This design comes from an exercise in tuning for small area and a short achievable clock period on the open sky130 flow, not from production work. Function was checked by simulation only, so behaviour that the tests miss may differ from the original. Power and IR drop assume default switching activity.

==> v9: inputs <==
## rv_pipe
module rv_pipe (
  input  logic                           i_clk,
  input  logic                           i_rst_n,
  input  logic                           i_instr_vld,
  input  logic [rv_pipe_pkg::XLEN-1:0]   i_instr,
  input  logic [rv_pipe_pkg::XLEN-1:0]   i_pc,
  output logic                           o_wb_vld,
  output logic [rv_pipe_pkg::REG_AW-1:0] o_wb_addr,
  output logic [rv_pipe_pkg::XLEN-1:0]   o_wb_data
);
  function automatic logic [31:0] rev(input logic [31:0] v);
    for (int i = 0; i < 32; i++) rev[i] = v[31-i];
  endfunction
  logic        f_vld;
  logic [31:0] f_ins;
  logic [31:0] f_pc;
  logic [31:1] f_rs1_oh, f_rs2_oh;    
  always_ff @(posedge i_clk) begin
    f_vld <= i_rst_n & i_instr_vld;
    f_ins <= i_instr;
    f_pc  <= i_pc;
    for (int i = 1; i < 32; i++) begin
      f_rs1_oh[i] <= (i_instr[19:15] == 5'(i));
      f_rs2_oh[i] <= (i_instr[24:20] == 5'(i));
    end
  end
  logic [6:0] opc;
  logic [2:0] f3;
  logic [6:0] f7;
  logic [4:0] rd, rs1, rs2;
  logic       is_reg, is_imm, is_lui, is_auipc, is_alu;
  logic       alt, ok, d_wen;
  logic       use_rs1, use_rs2;
  assign opc = f_ins[6:0];
  assign rd  = f_ins[11:7];
  assign f3  = f_ins[14:12];
  assign rs1 = f_ins[19:15];
  assign rs2 = f_ins[24:20];
  assign f7  = f_ins[31:25];
  assign is_reg   = (opc == 7'b0110011);
  assign is_imm   = (opc == 7'b0010011);
  assign is_lui   = (opc == 7'b0110111);
  assign is_auipc = (opc == 7'b0010111);
  assign is_alu   = is_reg | is_imm;
  assign alt      = (f7 == 7'b0100000);
  always_comb begin
    if (is_reg)
      ok = (f7 == 7'b0) || (alt && (f3 == 3'b000 || f3 == 3'b101));
    else if (is_imm)
      ok = (f3 == 3'b001) ? (f7 == 7'b0) :
           (f3 == 3'b101) ? (f7 == 7'b0 || alt) : 1'b1;
    else
      ok = is_lui | is_auipc;
  end
  assign d_wen   = f_vld & ok & (rd != 5'd0);
  assign use_rs1 = is_alu;
  assign use_rs2 = is_reg;
  logic d_sub, d_cadd, d_csh, d_cshlg, d_sll;
  ...
Settings: LEC_CHECK=0, CAP_MARGIN=20, CORE_MARGIN=2, CORE_UTILIZATION=45, CTS_CLUSTER_DIAMETER=80, CTS_CLUSTER_SIZE=24, SETUP_SLACK_MARGIN=4.45, SLEW_MARGIN=20, SYNTH_HIERARCHICAL=1; clock period 7.0 ns.
standard.sh (not shown) runs the stock make flow with config.mk's settings and CLKGATE_MAP_FILE= SYNTH_SCRIPT=/design/flow/synth_recipe.tcl, a recipe that flattens the netlist after the stock synthesis.
==> flow/flow/run.sh <==
#!/bin/bash
# The standard layout (the standard.sh, same synthesis script), with:
#  - ABC_LOAD_IN_FF=2: abc maps for a 2 fF load instead of 5 fF, so that
#    the small cells of the design get minimum-size gates (timing repair
#    upsizes the ones on critical paths);
#  - the port buffers are buf_4 cells (buffer_ports otherwise picks a slow
#    delay buffer for them).
# make's full output goes to standard.log; ORFS's per-step logs stay under
# orfs/logs.
set -o pipefail
bash standard.sh ABC_LOAD_IN_FF=2 \
  CTS_ARGS="-sink_clustering_enable -repair_clock_nets -dont_use_dummy_load -sink_clustering_size 24 -sink_clustering_max_diameter 80" \
  BUFFER_PORTS_ARGS="-buffer_cell sky130_fd_sc_hd__buf_4" \
  finish > standard.log 2>&1
==> v15: changes against v9 <==
- SETUP_SLACK_MARGIN: 4.45 -> 4.35
==> qor summary <==
                                                                             v15                       v9
Peak clock frequency supported by timing                                 372 MHz                  359 MHz
All-Layer GR Usage                                                         36.8%                    36.8%
Outcome                                                  complete, no violations  complete, no violations
Final #Nets                                                                 4797                     4783
Part of the total power dissipated in the clock network                    29.1%                    28.6%
Total CTS buffers                                                             78                       75
Routed wire length per instance                                          39.8 um                  39.8 um
Worst R2R Setup Slack                                                    4340 ps                  4210 ps
Final std cells w/o fill                                                    6330                     6316
Power Density                                                        241 mW/mm^2              238 mW/mm^2
Design internal power                                                   11700 uW                 11700 uW
Multi-input gate count                                                      2726                     2723
Max Clock Skew                                                            105 ps                   106 ps
Non-clock buffering overhead                                               3.65%                    3.84%
Flip-flop and latch power                                                9780 uW                  9820 uW
Via Count                                                                  46900                    46800
Net Switching                                                            4020 uW                  4020 uW
Switching power as a share of total power                                  25.5%                    25.6%
Power in the clock group                                                 4590 uW                  4490 uW
Routability-driven placement congestion ratio                               1.04                     1.01
Sequential portion of the cell area                                        58.0%                    57.7%
Worst IR Drop VDD                                                       0.168 mV                 0.170 mV
Post-CTS setup buffer count                                                   34                       54

========
==> inputs of run H <==
rv_pipe, a different RTL version from the one above (not shown whole).
Settings: LEC_CHECK=0, CAP_MARGIN=20, CORE_MARGIN=2, CORE_UTILIZATION=45, CTS_CLUSTER_DIAMETER=80, CTS_CLUSTER_SIZE=24, SETUP_SLACK_MARGIN=4.45, SLEW_MARGIN=20, SYNTH_HIERARCHICAL=1; clock period 7.0 ns.
Scripts as last shown in full above: flow/flow/run.sh
==> run D: changes against run H <==
--- a/flow/design.v
+++ b/flow/design.v
@@ -46,20 +46,10 @@
   assign o_y = (i_a1 & i_b1) | (i_a2 & i_b2);
 endmodule
 module rv_c_nor2 (input logic i_a, input logic i_b, output logic o_y);
   assign o_y = ~(i_a | i_b);
 endmodule
-module rv_c_nand2b (input logic i_a, input logic i_b_n, output logic o_y);
-  assign o_y = ~(i_a & ~i_b_n);
-endmodule
-module rv_c_aoi22b (
-  input  logic i_a1, input logic i_b1,
-  input  logic i_a2, input logic i_b2_n,
-  output logic o_y
-);
-  assign o_y = ~((i_a1 & i_b1) | (i_a2 & ~i_b2_n));
-endmodule
 `timescale 1ns/100ps
 module rv_regfile (
   input  logic [32*31-1:0] i_q,
   input  logic [31:1]      i_sel,
   output logic [31:0]      o_data
@@ -105,16 +95,20 @@
   output logic [31:0] o_add,
   output logic [31:0] o_shlg
 );
   logic [31:0] sum;
   logic        cout;
+  logic [31:1] andn, orn, xr;
   rv_add32 u_add (
     .i_a   (i_a),
     .i_b   (i_b),
     .i_sub (i_sub),
     .o_sum (sum),
-    .o_cout(cout)
+    .o_cout(cout),
+    .o_andn(andn),
+    .o_orn (orn),
+    .o_xor (xr)
   );
   logic sgn_d, k1, k2;
   assign sgn_d = i_a[31] ^ i_b[31];
   assign k1 = (i_slt & ~sgn_d) | i_sltu;
   assign k2 = (~(i_slt | i_sltu) & sum[0]) | (i_slt & sgn_d & i_a[31]);
@@ -134,13 +128,13 @@
       end
       rv_c_mux2i u_m (.i_a0(lv[k][j]), .i_a1(hi), .i_s(i_shamt[k]), .o_y(lv[k+1][j]));
     end
   end
   logic [31:0] lg;
-  assign lg = ({32{i_xor}} & (i_a ^ i_b)) |
-              ({32{i_or}}  & (i_a | i_b)) |
-              ({32{i_and}} & (i_a & i_b));
+  assign lg[31:1] = ({31{i_xor}} & xr) | ({31{i_or}} & ~orn) | ({31{i_and}} & ~andn);
+  assign lg[0]    = (i_xor & (i_a[0] ^ i_b[0])) | (i_or & (i_a[0] | i_b[0])) |
+                    (i_and & i_a[0] & i_b[0]);
   for (genvar j = 0; j < 32; j++) begin : g_out
     rv_c_selnl u_o (.i_s(i_csh), .i_a_n(lv[5][j]), .i_b(lg[j]), .o_y(o_shlg[j]));
   end
 endmodule
 module rv_c_mux2i (input logic i_a0, input logic i_a1, input logic i_s, output logic o_y);
@@ -155,23 +149,30 @@
 module rv_add32 (
   input  logic [31:0] i_a,
   input  logic [31:0] i_b,
   input  logic        i_sub,
   output logic [31:0] o_sum,
-  output logic        o_cout
+  output logic        o_cout,
+  output logic [31:1] o_andn,
+  output logic [31:1] o_orn,
+  output logic [31:1] o_xor
 );
   logic [31:0] gg [0:5];
   logic [31:0] tt [0:5];
   logic [31:0] x;
   rv_ks_g0 u_g0 (.i_a(i_a[0]), .i_b(i_b[0]), .i_sub(i_sub), .o_gn(gg[0][0]));
   assign tt[0][0] = 1'b0;
   for (genvar j = 1; j < 32; j++) begin : g_pg
     rv_ks_g u_g (.i_a(i_a[j]), .i_b(i_b[j]), .i_sub(i_sub), .o_gn(gg[0][j]), .o_tn(tt[0][j]));
   end
-  for (genvar j = 0; j < 32; j++) begin : g_x
-    rv_ks_x u_x (.i_a(i_a[j]), .i_b(i_b[j]), .i_sub(i_sub), .o_x(x[j]));
-  end
+  rv_ks_x u_x0 (.i_a(i_a[0]), .i_b(i_b[0]), .i_sub(i_sub), .o_x(x[0]));
+  for (genvar j = 1; j < 32; j++) begin : g_x
+    rv_ks_hx u_x (.i_gn(gg[0][j]), .i_tn(tt[0][j]), .o_x(x[j]));
+  end
+  assign o_andn = gg[0][31:1];
+  assign o_orn  = tt[0][31:1];
+  assign o_xor  = x[31:1];
   for (genvar l = 0; l < 5; l++) begin : g_lvl
     for (genvar j = 0; j < 32; j++) begin : g_node
       if (j < (1 << l)) begin : g_pass
         rv_ks_inv u_i (.i_a(gg[l][j]), .o_y(gg[l+1][j]));
         assign tt[l+1][j] = 1'b0;
@@ -199,10 +200,13 @@
   logic b;
   assign b = i_b ^ i_sub;
   assign o_gn = ~(i_a & b);
   assign o_tn = ~(i_a | b);
 endmodule
+module rv_ks_hx (input logic i_gn, input logic i_tn, output logic o_x);
+  assign o_x = i_gn & ~i_tn;
+endmodule
 module rv_ks_x (input logic i_a, input logic i_b, input logic i_sub, output logic o_x);
   assign o_x = i_a ^ i_b ^ i_sub;
 endmodule
 module rv_ks_x2 (input logic i_a, input logic i_b, output logic o_y);
   assign o_y = i_a ^ i_b;
@@ -255,11 +259,11 @@
   input  logic [9:0]  i_ss1,   
   input  logic [31:0] i_a,
   input  logic [31:0] i_b,
   input  logic [31:0] i_add,
   input  logic [31:0] i_shlg,
-  input  logic [31:0] i_x_n,
+  input  logic [31:0] i_x,
   output logic [31:0] o_a,
   output logic [31:0] o_b,
   output logic [4:0]  o_shamt,
   output logic [31:0] o_sh
 );
@@ -276,27 +280,27 @@
     assign sb_add  = (j == 0)  ? sb[1] : sb[2];
     assign ss_add  = (j == 0)  ? ss[1] : ss[2];
     assign ss_addr = (j == 31) ? ss[3] : ss[4];
     rv_c_aoi22  u_a0 (.i_a1(sa[0]), .i_b1(i_a[j]), .i_a2(sa_add), .i_b2(i_add[j]), .o_y(ya[0]));
     rv_c_aoi22  u_a1 (.i_a1(sa[3]), .i_b1(i_shlg[j]), .i_a2(sa[4]), .i_b2(i_shlg[31-j]), .o_y(ya[1]));
-    rv_c_nand2b u_a2 (.i_a(sa[5]), .i_b_n(i_x_n[j]), .o_y(ya[2]));
+    rv_c_nand2  u_a2 (.i_a(sa[5]), .i_b(i_x[j]), .o_y(ya[2]));
     rv_c_nand3  u_a  (.i_a(ya[0]), .i_b(ya[1]), .i_c(ya[2]), .o_y(o_a[j]));
     rv_c_aoi22  u_b0 (.i_a1(sb[0]), .i_b1(i_b[j]), .i_a2(sb_add), .i_b2(i_add[j]), .o_y(yb[0]));
     rv_c_aoi22  u_b1 (.i_a1(sb[3]), .i_b1(i_shlg[j]), .i_a2(sb[4]), .i_b2(i_shlg[31-j]), .o_y(yb[1]));
-    rv_c_nand2b u_b2 (.i_a(sb[5]), .i_b_n(i_x_n[j]), .o_y(yb[2]));
+    rv_c_nand2  u_b2 (.i_a(sb[5]), .i_b(i_x[j]), .o_y(yb[2]));
     rv_c_nand3  u_b  (.i_a(yb[0]), .i_b(yb[1]), .i_c(yb[2]), .o_y(o_b[j]));
     if (j < 5) begin : g_shamt
       logic [2:0] yt;
       rv_c_aoi22  u_t0 (.i_a1(sb[0]), .i_b1(i_b[j]), .i_a2(sb_add), .i_b2(i_add[j]), .o_y(yt[0]));
       rv_c_aoi22  u_t1 (.i_a1(sb[3]), .i_b1(i_shlg[j]), .i_a2(sb[4]), .i_b2(i_shlg[31-j]), .o_y(yt[1]));
-      rv_c_nand2b u_t2 (.i_a(sb[5]), .i_b_n(i_x_n[j]), .o_y(yt[2]));
+      rv_c_nand2  u_t2 (.i_a(sb[5]), .i_b(i_x[j]), .o_y(yt[2]));
       rv_c_nand3  u_t  (.i_a(yt[0]), .i_b(yt[1]), .i_c(yt[2]), .o_y(o_shamt[j]));
     end
     rv_c_aoi22  u_s0 (.i_a1(ss[0]), .i_b1(i_a[j]), .i_a2(ss_add), .i_b2(i_add[j]), .o_y(ys[0]));
     rv_c_aoi22  u_s1 (.i_a1(ss_addr), .i_b1(i_add[31-j]), .i_a2(ss[5]), .i_b2(i_shlg[j]), .o_y(ys[1]));
-    rv_c_aoi22b u_s2 (.i_a1(ss[6]), .i_b1(i_shlg[31-j]), .i_a2(ss[7]), .i_b2_n(i_x_n[j]), .o_y(ys[2]));
-    rv_c_aoi22b u_s3 (.i_a1(ss[9]), .i_b1(i_a[31-j]), .i_a2(ss[8]), .i_b2_n(i_x_n[31-j]), .o_y(ys[3]));
+    rv_c_aoi22  u_s2 (.i_a1(ss[6]), .i_b1(i_shlg[31-j]), .i_a2(ss[7]), .i_b2(i_x[j]), .o_y(ys[2]));
+    rv_c_aoi22  u_s3 (.i_a1(ss[8]), .i_b1(i_x[31-j]), .i_a2(ss[9]), .i_b2(i_a[31-j]), .o_y(ys[3]));
     rv_c_nand4  u_s  (.i_a(ys[0]), .i_b(ys[1]), .i_c(ys[2]), .i_d(ys[3]), .o_y(o_sh[j]));
   end
 endmodule
 `timescale 1ns/100ps
 module rv_pipe (
@@ -391,20 +395,20 @@
     assign rf_all[32*(i-1) +: 32] = rf_q[i];
   end
   rv_regfile u_rd1 (.i_q(rf_all), .i_sel(f_rs1_oh), .o_data(rf_rs1));
   rv_regfile u_rd2 (.i_q(rf_all), .i_sel(f_rs2_oh), .o_data(rf_rs2));
   logic [31:0] d_a, d_b;
-  logic        sa_rf, sa_pc, sb_rf, sb_imm;
-  logic [31:0] imm;
+  logic        sa_rf, sa_pc, sb_rf, sb_immi, sb_immu;
   assign sa_rf   = is_alu;
   assign sa_pc   = is_auipc;
   assign sb_rf   = is_reg;
-  assign sb_imm  = ~is_reg;
-  assign imm     = is_imm ? imm_i : imm_u;
+  assign sb_immi = is_imm;
+  assign sb_immu = ~is_alu;
   for (genvar j = 0; j < 32; j++) begin : g_dop
     rv_c_ao22  u_a (.i_a1(sa_rf), .i_b1(rf_rs1[j]), .i_a2(sa_pc), .i_b2(f_pc[j]), .o_y(d_a[j]));
-    rv_c_ao22  u_b (.i_a1(sb_rf), .i_b1(rf_rs2[j]), .i_a2(sb_imm), .i_b2(imm[j]), .o_y(d_b[j]));
+    rv_c_ao222 u_b (.i_a1(sb_rf), .i_b1(rf_rs2[j]), .i_a2(sb_immi), .i_b2(imm_i[j]),
+                    .i_a3(sb_immu), .i_b3(imm_u[j]), .o_y(d_b[j]));
   end
   logic       e_wen;
   logic [4:0] e_rd;
   logic       e_cadd, e_cshlg, e_sll;
   logic       fa1, fa2, fb1, fb2;
@@ -456,11 +460,10 @@
                      .i_slt(e_sltany), .o_s(e_ws0));
   rv_wres_sel u_ws1 (.i_rst_n(i_rst_n), .i_cadd(e_cadd), .i_cshlg(e_cshlg), .i_sll(e_sll),
                      .i_slt(e_sltany), .o_s(e_ws1));
   logic [31:0] a, b, sh;
   logic [4:0]  shamt;
-  logic [31:0] x_res_n;
   rv_forward_unit u_fwd (
     .i_sa0   (e_sa0),
     .i_sa1   (e_sa1),
     .i_sb0   (e_sb0),
     .i_sb1   (e_sb1),
@@ -468,11 +471,11 @@
     .i_ss1   (e_ss1),
     .i_a     (e_a),
     .i_b     (e_b),
     .i_add   (w_add),
     .i_shlg  (w_shlg),
-    .i_x_n   (x_res_n),
+    .i_x     (o_wb_data),
     .o_a     (a),
     .o_b     (b),
     .o_shamt (shamt),
     .o_sh    (sh)
   );
@@ -517,11 +520,10 @@
   always_ff @(posedge i_clk) begin
     if (!i_rst_n) o_wb_vld <= 1'b0;
     else          o_wb_vld <= w_wen;
     o_wb_addr <= w_rd;
     o_wb_data <= w_res;
-    x_res_n   <= ~w_res;
   end
 endmodule
 module rv_wres_sel (
   input  logic       i_rst_n,
   input  logic       i_cadd,
Settings changed: SETUP_SLACK_MARGIN 4.45 to 4.35.
==> run Y: changes against run H <==
--- a/flow/design.v
+++ b/flow/design.v
@@ -28,27 +28,17 @@
   assign o_y = ~(i_a & i_b & i_c & i_d);
 endmodule
 module rv_c_nor3 (input logic i_a, input logic i_b, input logic i_c, output logic o_y);
   assign o_y = ~(i_a | i_b | i_c);
 endmodule
-module rv_c_ao222 (
-  input  logic i_a1, input logic i_b1,
-  input  logic i_a2, input logic i_b2,
+module rv_c_ao222nn (
+  input  logic i_a1, input logic i_b1_n,
+  input  logic i_a2, input logic i_b2_n,
   input  logic i_a3, input logic i_b3,
   output logic o_y
 );
-  assign o_y = (i_a1 & i_b1) | (i_a2 & i_b2) | (i_a3 & i_b3);
-endmodule
-module rv_c_ao22 (
-  input  logic i_a1, input logic i_b1,
-  input  logic i_a2, input logic i_b2,
-  output logic o_y
-);
-  assign o_y = (i_a1 & i_b1) | (i_a2 & i_b2);
-endmodule
-module rv_c_nor2 (input logic i_a, input logic i_b, output logic o_y);
-  assign o_y = ~(i_a | i_b);
+  assign o_y = (i_a1 & ~i_b1_n) | (i_a2 & ~i_b2_n) | (i_a3 & i_b3);
 endmodule
 module rv_c_nand2b (input logic i_a, input logic i_b_n, output logic o_y);
   assign o_y = ~(i_a & ~i_b_n);
 endmodule
 module rv_c_aoi22b (
@@ -60,34 +50,30 @@
 endmodule
 `timescale 1ns/100ps
 module rv_regfile (
   input  logic [32*31-1:0] i_q,
   input  logic [31:1]      i_sel,
-  output logic [31:0]      o_data
+  output logic [31:0]      o_data_n
 );
   logic [31:0] sel;
   assign sel = {i_sel, 1'b0};
   for (genvar j = 0; j < 32; j++) begin : g_bit
     logic [10:0] y;
-    logic [3:0]  z;
-    logic [1:0]  w;
+    logic [2:0]  z;
     for (genvar k = 0; k < 10; k++) begin : g_aoi
       rv_c_aoi222 u_aoi (
         .i_a1(sel[3*k+1]), .i_b1(i_q[32*(3*k)   + j]),
         .i_a2(sel[3*k+2]), .i_b2(i_q[32*(3*k+1) + j]),
         .i_a3(sel[3*k+3]), .i_b3(i_q[32*(3*k+2) + j]),
         .o_y (y[k])
       );
     end
     rv_c_nand2 u_n31 (.i_a(sel[31]), .i_b(i_q[32*30 + j]), .o_y(y[10]));
-    rv_c_nand3 u_z0 (.i_a(y[0]), .i_b(y[1]), .i_c(y[2]), .o_y(z[0]));
-    rv_c_nand3 u_z1 (.i_a(y[3]), .i_b(y[4]), .i_c(y[5]), .o_y(z[1]));
-    rv_c_nand3 u_z2 (.i_a(y[6]), .i_b(y[7]), .i_c(y[8]), .o_y(z[2]));
-    rv_c_nand2 u_z3 (.i_a(y[9]), .i_b(y[10]), .o_y(z[3]));
-    rv_c_nor2  u_w0 (.i_a(z[0]), .i_b(z[1]), .o_y(w[0]));
-    rv_c_nor2  u_w1 (.i_a(z[2]), .i_b(z[3]), .o_y(w[1]));
-    rv_c_nand2 u_o  (.i_a(w[0]), .i_b(w[1]), .o_y(o_data[j]));
+    rv_c_nand4 u_z0 (.i_a(y[0]), .i_b(y[1]), .i_c(y[2]), .i_d(y[3]), .o_y(z[0]));
+    rv_c_nand4 u_z1 (.i_a(y[4]), .i_b(y[5]), .i_c(y[6]), .i_d(y[7]), .o_y(z[1]));
+    rv_c_nand3 u_z2 (.i_a(y[8]), .i_b(y[9]), .i_c(y[10]), .o_y(z[2]));
+    rv_c_nor3  u_o  (.i_a(z[0]), .i_b(z[1]), .i_c(z[2]), .o_y(o_data_n[j]));
   end
 endmodule
 `timescale 1ns/100ps
 module rv_alu (
   input  logic [31:0] i_a,
@@ -231,30 +217,29 @@
   input  logic       i_sll,      
   input  logic       i_slt,      
   input  logic       i_dsll,     
   output logic [5:0] o_sa,
   output logic [5:0] o_sb,
-  output logic [9:0] o_ss
+  output logic [8:0] o_ss
 );
   assign o_sa = {i_fa2, i_fa1 & i_sll, i_fa1 & i_cshlg & ~i_sll,
                  i_fa1 & i_cadd & ~i_slt, i_fa1 & i_cadd, ~i_fa1 & ~i_fa2};
   assign o_sb = {i_fb2, i_fb1 & i_sll, i_fb1 & i_cshlg & ~i_sll,
                  i_fb1 & i_cadd & ~i_slt, i_fb1 & i_cadd, ~i_fb1 & ~i_fb2};
-  assign o_ss = {~i_fa1 & ~i_fa2 & i_dsll,
-                 i_fa2 & i_dsll, i_fa2 & ~i_dsll,
+  assign o_ss = {i_fa2 & i_dsll, i_fa2 & ~i_dsll,
                  i_fa1 & i_cshlg & (i_sll ^ i_dsll), i_fa1 & i_cshlg & ~(i_sll ^ i_dsll),
                  i_fa1 & i_cadd & ~i_slt & i_dsll, i_fa1 & i_cadd & i_dsll,
                  i_fa1 & i_cadd & ~i_slt & ~i_dsll, i_fa1 & i_cadd & ~i_dsll,
-                 ~i_fa1 & ~i_fa2 & ~i_dsll};
+                 ~i_fa1 & ~i_fa2};
 endmodule
 module rv_forward_unit (
   input  logic [5:0]  i_sa0,   
   input  logic [5:0]  i_sa1,
   input  logic [5:0]  i_sb0,
   input  logic [5:0]  i_sb1,
-  input  logic [9:0]  i_ss0,   
-  input  logic [9:0]  i_ss1,   
+  input  logic [8:0]  i_ss0,   
+  input  logic [8:0]  i_ss1,   
   input  logic [31:0] i_a,
   input  logic [31:0] i_b,
   input  logic [31:0] i_add,
   input  logic [31:0] i_shlg,
   input  logic [31:0] i_x_n,
@@ -263,11 +248,11 @@
   output logic [4:0]  o_shamt,
   output logic [31:0] o_sh
 );
   for (genvar j = 0; j < 32; j++) begin : g_bit
     logic [5:0] sa, sb;
-    logic [9:0] ss;
+    logic [8:0] ss;
     logic       sa_add, sb_add, ss_add, ss_addr;
     logic [2:0] ya, yb;
     logic [3:0] ys;
     assign sa = (j < 16) ? i_sa0 : i_sa1;
     assign sb = (j < 16) ? i_sb0 : i_sb1;
@@ -292,11 +277,11 @@
       rv_c_nand3  u_t  (.i_a(yt[0]), .i_b(yt[1]), .i_c(yt[2]), .o_y(o_shamt[j]));
     end
     rv_c_aoi22  u_s0 (.i_a1(ss[0]), .i_b1(i_a[j]), .i_a2(ss_add), .i_b2(i_add[j]), .o_y(ys[0]));
     rv_c_aoi22  u_s1 (.i_a1(ss_addr), .i_b1(i_add[31-j]), .i_a2(ss[5]), .i_b2(i_shlg[j]), .o_y(ys[1]));
     rv_c_aoi22b u_s2 (.i_a1(ss[6]), .i_b1(i_shlg[31-j]), .i_a2(ss[7]), .i_b2_n(i_x_n[j]), .o_y(ys[2]));
-    rv_c_aoi22b u_s3 (.i_a1(ss[9]), .i_b1(i_a[31-j]), .i_a2(ss[8]), .i_b2_n(i_x_n[31-j]), .o_y(ys[3]));
+    rv_c_nand2b u_s3 (.i_a(ss[8]), .i_b_n(i_x_n[31-j]), .o_y(ys[3]));
     rv_c_nand4  u_s  (.i_a(ys[0]), .i_b(ys[1]), .i_c(ys[2]), .i_d(ys[3]), .o_y(o_sh[j]));
   end
 endmodule
 `timescale 1ns/100ps
 module rv_pipe (
@@ -375,36 +360,39 @@
   assign imm_u = {f_ins[31:12], 12'b0};
   logic        w_wen;
   logic [4:0]  w_rd;
   logic [31:0] w_res;
   logic [31:0] rf_wd;
+  logic        rf_clr;    
   logic [31:0] rf_q [1:31];
-  logic [31:0] rf_rs1, rf_rs2;
-  assign rf_wd = w_res;
-  logic [31:1] w_we;
+  logic [31:0] rf_rs1_n, rf_rs2_n;
+  always_ff @(posedge i_clk) rf_clr <= ~i_rst_n;
+  assign rf_wd = w_res & {32{~rf_clr}};
   for (genvar i = 1; i < 32; i++) begin : g_rf
     always_ff @(posedge i_clk) begin
-      if (w_we[i]) rf_q[i] <= rf_wd;
+      if (rf_clr || (w_wen && w_rd == 5'(i))) rf_q[i] <= rf_wd;
     end
   end
   logic [32*31-1:0] rf_all;
   for (genvar i = 1; i < 32; i++) begin : g_rfa
     assign rf_all[32*(i-1) +: 32] = rf_q[i];
   end
-  rv_regfile u_rd1 (.i_q(rf_all), .i_sel(f_rs1_oh), .o_data(rf_rs1));
-  rv_regfile u_rd2 (.i_q(rf_all), .i_sel(f_rs2_oh), .o_data(rf_rs2));
+  rv_regfile u_rd1 (.i_q(rf_all), .i_sel(f_rs1_oh), .o_data_n(rf_rs1_n));
+  rv_regfile u_rd2 (.i_q(rf_all), .i_sel(f_rs2_oh), .o_data_n(rf_rs2_n));
   logic [31:0] d_a, d_b;
-  logic        sa_rf, sa_pc, sb_rf, sb_imm;
-  logic [31:0] imm;
-  assign sa_rf   = is_alu;
+  logic        sa_rf, sa_rev, sa_pc, sb_rf, sb_immi, sb_immu;
+  assign sa_rf   = is_alu & ~d_sll;
+  assign sa_rev  = d_sll;
   assign sa_pc   = is_auipc;
   assign sb_rf   = is_reg;
-  assign sb_imm  = ~is_reg;
-  assign imm     = is_imm ? imm_i : imm_u;
+  assign sb_immi = is_imm;
+  assign sb_immu = ~is_alu;
   for (genvar j = 0; j < 32; j++) begin : g_dop
-    rv_c_ao22  u_a (.i_a1(sa_rf), .i_b1(rf_rs1[j]), .i_a2(sa_pc), .i_b2(f_pc[j]), .o_y(d_a[j]));
-    rv_c_ao22  u_b (.i_a1(sb_rf), .i_b1(rf_rs2[j]), .i_a2(sb_imm), .i_b2(imm[j]), .o_y(d_b[j]));
+    rv_c_ao222nn u_a (.i_a1(sa_rf), .i_b1_n(rf_rs1_n[j]), .i_a2(sa_rev), .i_b2_n(rf_rs1_n[31-j]),
+                      .i_a3(sa_pc), .i_b3(f_pc[j]), .o_y(d_a[j]));
+    rv_c_ao222nn u_b (.i_a1(sb_rf), .i_b1_n(rf_rs2_n[j]), .i_a2(sb_immi), .i_b2_n(~imm_i[j]),
+                      .i_a3(sb_immu), .i_b3(imm_u[j]), .o_y(d_b[j]));
   end
   logic       e_wen;
   logic [4:0] e_rd;
   logic       e_cadd, e_cshlg, e_sll;
   logic       fa1, fa2, fb1, fb2;
@@ -412,13 +400,13 @@
   assign fb1 = use_rs2 & e_wen & (e_rd == rs2);
   assign fa2 = use_rs1 & w_wen & (w_rd == rs1) & ~fa1;
   assign fb2 = use_rs2 & w_wen & (w_rd == rs2) & ~fb1;
   logic [31:0] e_a, e_b;
   logic [5:0]  e_sa0, e_sa1, e_sb0, e_sb1;
-  logic [9:0]  e_ss0, e_ss1;
+  logic [8:0]  e_ss0, e_ss1;
   logic [5:0]  d_sa0, d_sa1, d_sb0, d_sb1;
-  logic [9:0]  d_ss0, d_ss1;
+  logic [8:0]  d_ss0, d_ss1;
   logic        e_sltany;
   rv_bypass_sel u_sel0 (.i_fa1(fa1), .i_fa2(fa2), .i_fb1(fb1), .i_fb2(fb2),
                         .i_cadd(e_cadd), .i_cshlg(e_cshlg), .i_sll(e_sll), .i_slt(e_sltany),
                         .i_dsll(d_sll), .o_sa(d_sa0), .o_sb(d_sb0), .o_ss(d_ss0));
   rv_bypass_sel u_sel1 (.i_fa1(fa1), .i_fa2(fa2), .i_fb1(fb1), .i_fb2(fb2),
@@ -449,15 +437,11 @@
     e_slt  <= d_slt;
     e_sltu <= d_sltu;
     e_sra  <= d_sra;
   end
   logic [31:0] w_add, w_shlg;
-  logic [3:0]  w_s0, w_s1, e_ws0, e_ws1;
-  rv_wres_sel u_ws0 (.i_rst_n(i_rst_n), .i_cadd(e_cadd), .i_cshlg(e_cshlg), .i_sll(e_sll),
-                     .i_slt(e_sltany), .o_s(e_ws0));
-  rv_wres_sel u_ws1 (.i_rst_n(i_rst_n), .i_cadd(e_cadd), .i_cshlg(e_cshlg), .i_sll(e_sll),
-                     .i_slt(e_sltany), .o_s(e_ws1));
+  logic        w_cadd, w_cshlg, w_sll, w_cadd_hi;
   logic [31:0] a, b, sh;
   logic [4:0]  shamt;
   logic [31:0] x_res_n;
   rv_forward_unit u_fwd (
     .i_sa0   (e_sa0),
@@ -492,43 +476,32 @@
     .i_sra   (e_sra),
     .o_add   (x_add),
     .o_shlg  (x_shlg)
   );
   always_ff @(posedge i_clk) begin
-    for (int i = 1; i < 32; i++) w_we[i] <= ~i_rst_n | (e_wen & (e_rd == 5'(i)));
-  end
-  always_ff @(posedge i_clk) begin
     if (!i_rst_n) w_wen <= 1'b0;
     else          w_wen <= e_wen;
     w_rd   <= e_rd;
     w_add   <= x_add;
     w_shlg  <= x_shlg;
-    w_s0    <= e_ws0;
-    w_s1    <= e_ws1;
+    w_cadd  <= e_cadd;
+    w_cadd_hi <= e_cadd & ~e_sltany;
+    w_cshlg <= e_cshlg;
+    w_sll   <= e_sll;
   end
+  logic w_sn;
+  assign w_sn = w_cshlg & ~w_sll;
   for (genvar j = 0; j < 32; j++) begin : g_wres
-    logic [3:0] s;
-    logic       y0, y1;
-    assign s = (j < 16) ? w_s0 : w_s1;
-    rv_c_aoi22 u_y0 (.i_a1(j == 0 ? s[0] : s[1]), .i_b1(w_add[j]), .i_a2(s[2]),
+    logic y0, y1;
+    rv_c_aoi22 u_y0 (.i_a1(j == 0 ? w_cadd : w_cadd_hi), .i_b1(w_add[j]), .i_a2(w_sn),
                      .i_b2(w_shlg[j]), .o_y(y0));
-    rv_c_nand2 u_y1 (.i_a(s[3]), .i_b(w_shlg[31-j]), .o_y(y1));
+    rv_c_nand2 u_y1 (.i_a(w_sll), .i_b(w_shlg[31-j]), .o_y(y1));
     rv_c_nand2 u_r  (.i_a(y0), .i_b(y1), .o_y(w_res[j]));
   end
   always_ff @(posedge i_clk) begin
     if (!i_rst_n) o_wb_vld <= 1'b0;
     else          o_wb_vld <= w_wen;
     o_wb_addr <= w_rd;
     o_wb_data <= w_res;
     x_res_n   <= ~w_res;
   end
 endmodule
-module rv_wres_sel (
-  input  logic       i_rst_n,
-  input  logic       i_cadd,
-  input  logic       i_cshlg,
-  input  logic       i_sll,
-  input  logic       i_slt,
-  output logic [3:0] o_s
-);
-  assign o_s = {4{i_rst_n}} & {i_sll, i_cshlg & ~i_sll, i_cadd & ~i_slt, i_cadd};
-endmodule
==> flow/run.sh (new file) <==
#!/bin/bash
# synth_recipe.tcl (not shown) runs the flow's synth.tcl, then flattens the netlist and writes it again
# the make line also repeats each setting of config.mk as NAME=value (left out here)
make -C /OpenROAD-flow-scripts/flow DESIGN_CONFIG=/design/flow/config.mk WORK_HOME=/design/flow/orfs CLKGATE_MAP_FILE= SYNTH_SCRIPT=/design/flow/synth_recipe.tcl finish
Settings changed: SETUP_SLACK_MARGIN 4.45 to 4.2.
removed: flow/flow/run.sh
removed: flow/standard.sh
==> comparison <==
Between run Y and run H, the lower clock power is in run H (gap about 14%, measured against run H).
Against run D, the register-to-register slack of run Y is worse by 210 ps.
Hold slack, lowest first: run D, run Y, run H.
Cell count: run Y > run H > run D.
Against run D, the synthesized cell count of run H is higher by 4.6%.
The lowest maximum frequency belongs to run Y, the highest to run D.

-- what the ideal ports hide --
No port has a modelled driver above. Below, the same layouts with a new extraction and two added sets of constraints. Step 1: set_driving_cell puts a clkbuf_16 on i_clk and a buf_2 on each other input, an assumption about the parent block. Step 2 times the ports against the registers' clock, not the clock port: input delays grow and output delays shrink by t, the midpoint of the rising clock arrivals with the driver on. a / b / c = ideal ports / drivers / drivers and shift; a / b = the first two.
| run | t (ns) | setup WS [ns] | slew at the worst register clock pin (ns) |
|---|---|---|---|
| v9 | 0.791 | 4.211 / 4.211 / 4.211 | 0.10 / 0.10 |
| v15 | 0.769 | 4.308 / 4.230 / 4.340 | 0.10 / 0.10 |
| run H | 0.754 | 4.277 / 4.277 / 4.277 | 0.10 / 0.10 |
| run D | 0.762 | 4.288 / 4.252 / 4.288 | 0.10 / 0.10 |
| run Y | 0.791 | 4.083 / 4.083 / 4.072 | 0.10 / 0.10 |
After both steps every run listed still meets setup and hold. The setup slack of run Y, which loses most, moves by 0.000 ns with the drivers and by -0.011 ns with both steps.
